This design comes from an exercise in tuning for small area and a short achievable clock period on the open sky130 flow, not from production work.
In this exercise RTL edits were held to simulation tests only and were not proved equivalent to the original.
Power figures rest on the tool's default switching activity, not on a simulated workload.

// alu_pipeline_top
module alu_pipeline_top (
    input  logic               i_clk,
    input  logic               i_rst,
    input  logic               i_instr_vld,
    input  cpu_pkg::word_t     i_instr,
    output logic               o_wb_vld,
    output cpu_pkg::reg_addr_t o_wb_rd,
    output cpu_pkg::word_t     o_wb_data
);
==> module reg_file, before the edit <==
module reg_file (
    input  logic           i_clk,
    input  logic           i_rst,
    input  logic           i_wr_en,
    input  logic [4:0]     i_wr_addr,
    input  cpu_pkg::word_t i_wr_data,
    output logic [31:1]    o_valid,      
    input  logic [31:1]    i_sel1,
    input  logic [31:1]    i_sel2,
    input  logic           i_byp1,       
    input  logic           i_byp2,       
    input  cpu_pkg::word_t i_byp_data,
    output cpu_pkg::word_t o_rs1_data,
    output cpu_pkg::word_t o_rs2_data
);
    cpu_pkg::word_t regs [1:31];
    logic [31:1]    valid;
    for (genvar i = 1; i < 32; i++) begin : g_reg
        logic we;
        assign we = i_wr_en && (i_wr_addr == i);
        always_ff @(posedge i_clk or posedge i_rst) begin
            if (i_rst) begin
                valid[i] <= 1'b0;
            end else if (we) begin
                valid[i] <= 1'b1;
            end
        end
        always_ff @(posedge i_clk) begin
            if (we) begin
                regs[i] <= i_wr_data;
            end
        end
        assign o_valid[i] = valid[i] | we;
    end
    always_comb begin
        o_rs1_data = {32{i_byp1}} & i_byp_data;
        o_rs2_data = {32{i_byp2}} & i_byp_data;
        for (int i = 1; i < 32; i++) begin
            o_rs1_data = o_rs1_data | ({32{i_sel1[i]}} & regs[i]);
            o_rs2_data = o_rs2_data | ({32{i_sel2[i]}} & regs[i]);
        end
    end
endmodule
==> module decode_stage, before the edit <==
module decode_stage (
    input  logic           i_clk,
    input  logic           i_rst,
    input  logic           i_instr_vld,
    input  cpu_pkg::word_t i_instr,
    input  logic           i_wb_vld,
    input  logic [4:0]     i_wb_rd,
    input  cpu_pkg::word_t i_wb_data,
    input  cpu_pkg::word_t i_alu_result,
    output logic           o_ex_vld,
    output logic [4:0]     o_ex_rd,
    output cpu_pkg::word_t o_ex_a,      
    output cpu_pkg::word_t o_ex_b,      
    output logic [3:0]     o_ex_sh_lo,  
    output logic [3:0]     o_ex_sh_mid, 
    output logic           o_ex_sh_hi,  
    output logic [2:0]     o_ex_f3,
    output logic           o_ex_sub,
    output logic           o_ex_sra
);
    logic           s0_wen;
    logic           s0_imm_sel;
    logic [31:7]    s0_instr;
    logic           pre_wen;
    logic           pre_imm_sel;
    logic [4:0]     pre_rs1;
    logic [4:0]     pre_rs2;
    logic           pre_fwd_a;
    logic           pre_fwd_b;
    logic           pre_byp1;
    logic           pre_byp2;
    logic [31:1]    pre_sel1;
    logic [31:1]    pre_sel2;
    logic [31:1]    valid_next;
    logic           if_wen;
    logic           if_imm_sel;
    logic [31:7]    if_instr;
    logic           if_fwd_a;
    logic           if_fwd_b;
    logic           if_byp1;
    logic           if_byp2;
    logic [31:1]    if_sel1;
    logic [31:1]    if_sel2;
    logic           id_sub;
    cpu_pkg::word_t id_imm;
    cpu_pkg::word_t id_rs1_data;
    cpu_pkg::word_t id_rs2_data;
    cpu_pkg::word_t id_a;
    cpu_pkg::word_t id_a_rev;
    cpu_pkg::word_t id_b;
    logic           id_shift;
    ctrl_unit u_ctrl (
        .i_instr      (i_instr),
        .i_instr_vld  (i_instr_vld),
        .o_wen        (pre_wen),
        .o_imm_sel    (pre_imm_sel),
        .i_id_instr   (if_instr[31:12]),
        .i_id_imm_sel (if_imm_sel),
        .o_sub        (id_sub),
        .o_imm        (id_imm)
    );
    always_ff @(posedge i_clk or posedge i_rst) begin
        if (i_rst) begin
            s0_wen   <= 1'b0;
            if_wen   <= 1'b0;
            o_ex_vld <= 1'b0;
        end else begin
            s0_wen   <= pre_wen;
            if_wen   <= s0_wen;
            o_ex_vld <= if_wen;
        end
    end
    always_ff @(posedge i_clk) begin
        s0_imm_sel <= pre_imm_sel;
        s0_instr   <= i_instr[31:7];
    end
    assign pre_rs1   = s0_instr[19:15];
    assign pre_rs2   = s0_instr[24:20];
    assign pre_fwd_a = if_wen && (if_instr[11:7] == pre_rs1);
    assign pre_fwd_b = if_wen && (if_instr[11:7] == pre_rs2) && !s0_imm_sel;
    assign pre_byp1  = o_ex_vld && (o_ex_rd == pre_rs1) && !pre_fwd_a;
    assign pre_byp2  = o_ex_vld && (o_ex_rd == pre_rs2) && !pre_fwd_b && !s0_imm_sel;
    always_comb begin
        for (int i = 1; i < 32; i++) begin
            pre_sel1[i] = (pre_rs1 == i[4:0]) && valid_next[i] && !pre_fwd_a && !pre_byp1;
            pre_sel2[i] = (pre_rs2 == i[4:0]) && valid_next[i] && !pre_fwd_b && !pre_byp2 &&
                          !s0_imm_sel;
        end
    end
    always_ff @(posedge i_clk) begin
        if_imm_sel <= s0_imm_sel;
        if_instr   <= s0_instr;
        if_fwd_a   <= pre_fwd_a;
        if_fwd_b   <= pre_fwd_b;
        if_byp1    <= pre_byp1;
        if_byp2    <= pre_byp2;
        if_sel1    <= pre_sel1;
        if_sel2    <= pre_sel2;
    end
    reg_file u_regs (
        .i_clk       (i_clk),
        .i_rst       (i_rst),
        .i_wr_en     (i_wb_vld),
        .i_wr_addr   (i_wb_rd),
        .i_wr_data   (i_wb_data),
        .o_valid     (valid_next),
        .i_sel1      (if_sel1),
        .i_sel2      (if_sel2),
        .i_byp1      (if_byp1),
        .i_byp2      (if_byp2),
        .i_byp_data  (i_wb_data),
        .o_rs1_data  (id_rs1_data),
        .o_rs2_data  (id_rs2_data)
    );
    assign id_a     = id_rs1_data | ({32{if_fwd_a}} & i_alu_result);
    assign id_b     = id_rs2_data | ({32{if_fwd_b}} & i_alu_result) | ({32{if_imm_sel}} & id_imm);
    assign id_shift = (if_instr[13:12] == 2'b01);
    always_comb begin
        for (int i = 0; i < 32; i++) begin
            id_a_rev[i] = id_a[31-i];
        end
    end
    always_ff @(posedge i_clk) begin
        o_ex_rd     <= if_instr[11:7];
        o_ex_a      <= (if_instr[14:12] == 3'b001) ? id_a_rev : id_a;
        o_ex_b      <= id_b ^ {32{id_sub}};
        o_ex_sh_lo  <= id_shift ? (4'd1 << id_b[1:0]) : 4'd0;
        o_ex_sh_mid <= id_shift ? (4'd1 << id_b[3:2]) : 4'd0;
        o_ex_sh_hi  <= id_shift & id_b[4];
        o_ex_f3     <= if_instr[14:12];
        o_ex_sub    <= id_sub;
        o_ex_sra    <= if_instr[30];
    end
endmodule
export LEC_CHECK = 0
export CAP_MARGIN = 20
export CORE_MARGIN = 2
export CORE_UTILIZATION = 55
export CTS_BUF_LIST = sky130_fd_sc_hd__clkbuf_16
export CTS_CLUSTER_DIAMETER = 80
export CTS_CLUSTER_SIZE = 24
export SETUP_SLACK_MARGIN = 2.8
export SLEW_MARGIN = 20
create_clock -name core_clock -period 6.0 [get_ports {i_clk}]
run.sh (not shown) runs the stock make flow with config.mk's settings and CLKGATE_MAP_FILE= SYNTH_SCRIPT=/design/flow/synth_recipe.tcl, a recipe that flattens the netlist after the stock synthesis.
Edit:
--- a/flow/design.v
+++ b/flow/design.v
@@ -160,18 +160,22 @@
                 regs[i] <= i_wr_data;
             end
         end
         assign o_valid[i] = valid[i] | we;
     end
+    cpu_pkg::word_t rd1;
+    cpu_pkg::word_t rd2;
     always_comb begin
-        o_rs1_data = {32{i_byp1}} & i_byp_data;
-        o_rs2_data = {32{i_byp2}} & i_byp_data;
+        rd1 = '0;
+        rd2 = '0;
         for (int i = 1; i < 32; i++) begin
-            o_rs1_data = o_rs1_data | ({32{i_sel1[i]}} & regs[i]);
-            o_rs2_data = o_rs2_data | ({32{i_sel2[i]}} & regs[i]);
+            rd1 = rd1 | ({32{i_sel1[i]}} & regs[i]);
+            rd2 = rd2 | ({32{i_sel2[i]}} & regs[i]);
         end
     end
+    assign o_rs1_data = i_byp1 ? i_byp_data : rd1;
+    assign o_rs2_data = i_byp2 ? i_byp_data : rd2;
 endmodule
 `default_nettype wire
 `timescale 1ns/1ps
 `default_nettype none
 module decode_stage (
@@ -252,17 +256,16 @@
     end
     assign pre_rs1   = s0_instr[19:15];
     assign pre_rs2   = s0_instr[24:20];
     assign pre_fwd_a = if_wen && (if_instr[11:7] == pre_rs1);
     assign pre_fwd_b = if_wen && (if_instr[11:7] == pre_rs2) && !s0_imm_sel;
-    assign pre_byp1  = o_ex_vld && (o_ex_rd == pre_rs1) && !pre_fwd_a;
-    assign pre_byp2  = o_ex_vld && (o_ex_rd == pre_rs2) && !pre_fwd_b && !s0_imm_sel;
+    assign pre_byp1  = o_ex_vld && (o_ex_rd == pre_rs1);
+    assign pre_byp2  = o_ex_vld && (o_ex_rd == pre_rs2) && !s0_imm_sel;
     always_comb begin
         for (int i = 1; i < 32; i++) begin
-            pre_sel1[i] = (pre_rs1 == i[4:0]) && valid_next[i] && !pre_fwd_a && !pre_byp1;
-            pre_sel2[i] = (pre_rs2 == i[4:0]) && valid_next[i] && !pre_fwd_b && !pre_byp2 &&
-                          !s0_imm_sel;
+            pre_sel1[i] = (pre_rs1 == i[4:0]) && valid_next[i];
+            pre_sel2[i] = (pre_rs2 == i[4:0]) && valid_next[i] && !s0_imm_sel;
         end
     end
     always_ff @(posedge i_clk) begin
         if_imm_sel <= s0_imm_sel;
         if_instr   <= s0_instr;
@@ -286,12 +289,12 @@
         .i_byp2      (if_byp2),
         .i_byp_data  (i_wb_data),
         .o_rs1_data  (id_rs1_data),
         .o_rs2_data  (id_rs2_data)
     );
-    assign id_a     = id_rs1_data | ({32{if_fwd_a}} & i_alu_result);
-    assign id_b     = id_rs2_data | ({32{if_fwd_b}} & i_alu_result) | ({32{if_imm_sel}} & id_imm);
+    assign id_a     = if_fwd_a ? i_alu_result : id_rs1_data;
+    assign id_b     = if_fwd_b ? i_alu_result : (id_rs2_data | ({32{if_imm_sel}} & id_imm));
     assign id_shift = (if_instr[13:12] == 2'b01);
     always_comb begin
         for (int i = 0; i < 32; i++) begin
             id_a_rev[i] = id_a[31-i];
         end
Effect: The changed run completed without violations; die area grows slightly; via count barely changes; design area shrinks slightly; wire length grows slightly; hold slack barely changes; sequential cell count does not change; worst setup slack is worse by 0.096 ns; power shrinks slightly; count of clock-buffer cells in the layout shrinks by 7; final cell count grows slightly; clock skew is about the same; maximum frequency shrinks by a few percent; global-route usage shrinks by 0.23 points; combinational power grows by a few percent.

==> separate check: timing with driven ports <==
No port has a modelled driver above. Below, the same layouts with a new extraction and two added sets of constraints. Step 1: set_driving_cell puts a clkbuf_16 on i_clk and a buf_2 on each other input, an assumption about the parent block. Step 2 moves the port delays by t, midway between the first and last clock arrival at a register: inputs arrive t later, outputs are due t later. That takes back most of the time a late clock gives input paths. Slacks: ideal ports / drivers / drivers and shift; pairs: ideal ports / drivers.
run | t (ns) | setup WS [ns] | worst slew at a driven data input, ns
the first run | 0.759 | 2.656 / 2.656 / 2.656 | 0.08
the second run | 0.828 | 2.560 / 2.560 / 2.560 | 0.04
After both steps setup and hold are still met in every run listed.
